This is an optimization exercise on Yosys and OpenROAD, whose aim is small area and a short achievable clock period, not a production implementation.
No activity file was given, so power comes from the tool's default toggle rates.

==> module fir_filter, before the edit <==
module fir_filter (
   input  logic               clk,
   input  logic               rst,
   input  logic signed [15:0] inp,
   output logic signed [39:0] outp
);
   localparam logic [23:0] G_RESET = 24'hFF8000;    
   localparam logic [23:0] G_CONST = 24'hEF0001;
   logic signed [15:0] line [15];
   logic        [23:0] ysum;        
   logic        [16:0] dsum;        
   logic signed [16:0] d;
   logic        [23:0] gs, gc;
   logic        [23:0] ys, yc;
   logic signed [23:0] y;
   logic        [3:0]  cnt;     
   logic               v12;     
   logic        [23:0] xo, do16, nlo, gk;
   logic        [23:0] gs1, gc1, gs2, gc2, gs3, gc3;
   logic        [23:0] ys1, yc1, ys2, yc2, ys3, yc3;
   always_comb begin
      xo   = {8'd0, ~inp[15], inp[14:0]};                      
      do16 = {3'd0, ~d[16], d[15:0], 4'd0};                    
      nlo  = {8'd0, line[14][15], ~line[14][14:0]};           
      gk   = G_CONST;
      gs1 = gs ^ gc ^ do16;
      gc1 = ((gs & gc) | (gs & do16) | (gc & do16)) << 1;
      gs2 = gs1 ^ gc1 ^ nlo;
      gc2 = (((gs1 & gc1) | (gs1 & nlo) | (gc1 & nlo)) << 1) | (gk & 24'd1);
      gs3 = gs2 ^ gc2 ^ (xo | (gk & ~24'd1)) ;
      gc3 = ((gs2 & gc2) | (gs2 & (xo | (gk & ~24'd1))) | (gc2 & (xo | (gk & ~24'd1)))) << 1;
      ys1 = ys ^ yc ^ gs;
      yc1 = ((ys & yc) | (ys & gs) | (yc & gs)) << 1;
      ys2 = ys1 ^ yc1 ^ gc;
      yc2 = ((ys1 & yc1) | (ys1 & gc) | (yc1 & gc)) << 1;
      ys3 = ys2 ^ yc2 ^ xo;
      yc3 = ((ys2 & yc2) | (ys2 & xo) | (yc2 & xo)) << 1;
   end
   always_ff @(posedge clk) begin
      line[0] <= inp;
      for (int k = 1; k < 13; k++) line[k] <= line[k-1];
      if (rst) begin
         line[13] <= 16'sd0;
         line[14] <= 16'sd0;
         d        <= 17'sd0;
         gs       <= G_RESET;
         gc       <= 24'd0;
         ys       <= 24'd0;
         yc       <= 24'd0;
         y        <= 24'sd0;
         cnt      <= 4'd0;
         v12      <= 1'b0;
      end else begin
         line[13] <= v12 ? line[12] : 16'sd0;
         line[14] <= line[13];
         d        <= dsum;
         gs       <= gs3;
         gc       <= gc3;
         ys       <= ys3;
         yc       <= yc3;
         y        <= ysum;
         if (cnt != 4'd15) cnt <= cnt + 4'd1;
         v12      <= (cnt >= 4'd12);
      end
   end
   add_pp #(.W(24)) u_ysum (.a(ys), .b(yc), .ci(1'b0), .s(ysum));
   add_pp #(.W(17)) u_dsum (.a({line[14][15], line[14]}), .b(~{line[13][15], line[13]}), .ci(1'b1), .s(dsum));
   assign outp = 40'(y);
endmodule
==> module add_pp, before the edit <==
module add_pp #(
   parameter int W = 24
) (
   input  logic [W-1:0] a,
   input  logic [W-1:0] b,
   input  logic         ci,
   output logic [W-1:0] s
);
   localparam int L = $clog2(W);
   logic [W-1:0] p, g;
   logic [W-1:0] gp [L+1];
   logic [W-1:0] pp [L+1];
   always_comb begin
      p = a ^ b;
      g = a & b;
      gp[0] = g;
      pp[0] = p;
      gp[0][0] = g[0] | (p[0] & ci);
      for (int l = 0; l < L; l++) begin
         gp[l+1] = gp[l];
         pp[l+1] = pp[l];
         for (int i = 0; i < W; i++) begin
            if (((i >> l) & 1) == 1) begin
               gp[l+1][i] = gp[l][i] | (pp[l][i] & gp[l][((i >> l) << l) - 1]);
               pp[l+1][i] = pp[l][i] & pp[l][((i >> l) << l) - 1];
            end
         end
      end
      s[0] = p[0] ^ ci;
      for (int i = 1; i < W; i++) s[i] = p[i] ^ gp[L][i-1];
   end
endmodule
clock: 6.0 ns
lec_check: 0
cap_margin: 20
core_margin: 2
core_utilization: 40
cts_buf_list: sky130_fd_sc_hd__clkbuf_16
cts_cluster_diameter: 80
cts_cluster_size: 24
setup_slack_margin: 3.8
slew_margin: 20
standard.sh (not shown) runs the stock make flow with config.mk's settings and CLKGATE_MAP_FILE= SYNTH_SCRIPT=/design/flow/synth_recipe.tcl, a recipe that flattens the netlist after the stock synthesis.
==> flow/flow/run.sh <==
#!/bin/bash
# The standard layout, with plain buffers on the ports and timing repair
# free to resize cells across footprints.
set -e
bash standard.sh MATCH_CELL_FOOTPRINT=0 "BUFFER_PORTS_ARGS=-buffer_cell sky130_fd_sc_hd__buf_2" finish > standard.log 2>&1
Change:
--- a/flow/design.v
+++ b/flow/design.v
@@ -7,8 +7,6 @@
    localparam logic [23:0] G_RESET = 24'hFF8000;    
    localparam logic [23:0] G_CONST = 24'hEF0001;
    logic signed [15:0] line [15];
-   logic        [23:0] ysum;        
-   logic        [16:0] dsum;        
    logic signed [16:0] d;
    logic        [23:0] gs, gc;
    logic        [23:0] ys, yc;
@@ -53,49 +51,15 @@
       end else begin
          line[13] <= v12 ? line[12] : 16'sd0;
          line[14] <= line[13];
-         d        <= dsum;
+         d        <= 17'(line[14]) - 17'(line[13]);
          gs       <= gs3;
          gc       <= gc3;
          ys       <= ys3;
          yc       <= yc3;
-         y        <= ysum;
+         y        <= ys + yc;
          if (cnt != 4'd15) cnt <= cnt + 4'd1;
          v12      <= (cnt >= 4'd12);
       end
    end
-   add_pp #(.W(24)) u_ysum (.a(ys), .b(yc), .ci(1'b0), .s(ysum));
-   add_pp #(.W(17)) u_dsum (.a({line[14][15], line[14]}), .b(~{line[13][15], line[13]}), .ci(1'b1), .s(dsum));
    assign outp = 40'(y);
 endmodule
-module add_pp #(
-   parameter int W = 24
-) (
-   input  logic [W-1:0] a,
-   input  logic [W-1:0] b,
-   input  logic         ci,
-   output logic [W-1:0] s
-);
-   localparam int L = $clog2(W);
-   logic [W-1:0] p, g;
-   logic [W-1:0] gp [L+1];
-   logic [W-1:0] pp [L+1];
-   always_comb begin
-      p = a ^ b;
-      g = a & b;
-      gp[0] = g;
-      pp[0] = p;
-      gp[0][0] = g[0] | (p[0] & ci);
-      for (int l = 0; l < L; l++) begin
-         gp[l+1] = gp[l];
-         pp[l+1] = pp[l];
-         for (int i = 0; i < W; i++) begin
-            if (((i >> l) & 1) == 1) begin
-               gp[l+1][i] = gp[l][i] | (pp[l][i] & gp[l][((i >> l) << l) - 1]);
-               pp[l+1][i] = pp[l][i] & pp[l][((i >> l) << l) - 1];
-            end
-         end
-      end
-      s[0] = p[0] ^ ci;
-      for (int i = 1; i < W; i++) s[i] = p[i] ^ gp[L][i-1];
-   end
-endmodule
=> Die area grows by a few percent; design area grows slightly; worst setup slack is worse by 110 ps; synthesized area grows by a few percent; total power grows by a few percent; clock power grows by roughly a tenth; routed wire length grows by a few percent; count of clock-buffer cells in the layout grows by 2; via count grows by a little under a tenth.
Function was not checked in any run of this note: the RTL went through the layout flow alone.

afterwards: timing with drivers on the ports:
No port has a modelled driver above. Below, the same layouts with a new extraction and two added sets of constraints. Step 1: set_driving_cell puts a clkbuf_16 on clk and a buf_2 on each other input, an assumption about the parent block. Step 2 also shifts input and output timing later by t, the mid clock arrival at the registers, as if the neighbouring blocks saw the same clock. Slacks: no drivers / after step 1 / after step 2; pairs: no drivers / after step 1.
run	t (ns)	slack for setup (ns)	worst setup path after step 2	worst register clock-pin slew, ns	pins driven straight from the clock port
the first run	0.561	3.664 / 3.618 / 3.304	input to register	0.09 / 0.09	1
the second run	0.573	3.554 / 3.554 / 3.264	input to register	0.09 / 0.09	1
After both steps every run listed still meets setup and hold. The setup slack of the first run, which loses most, moves by -0.046 ns with the drivers and by -0.360 ns with both steps.
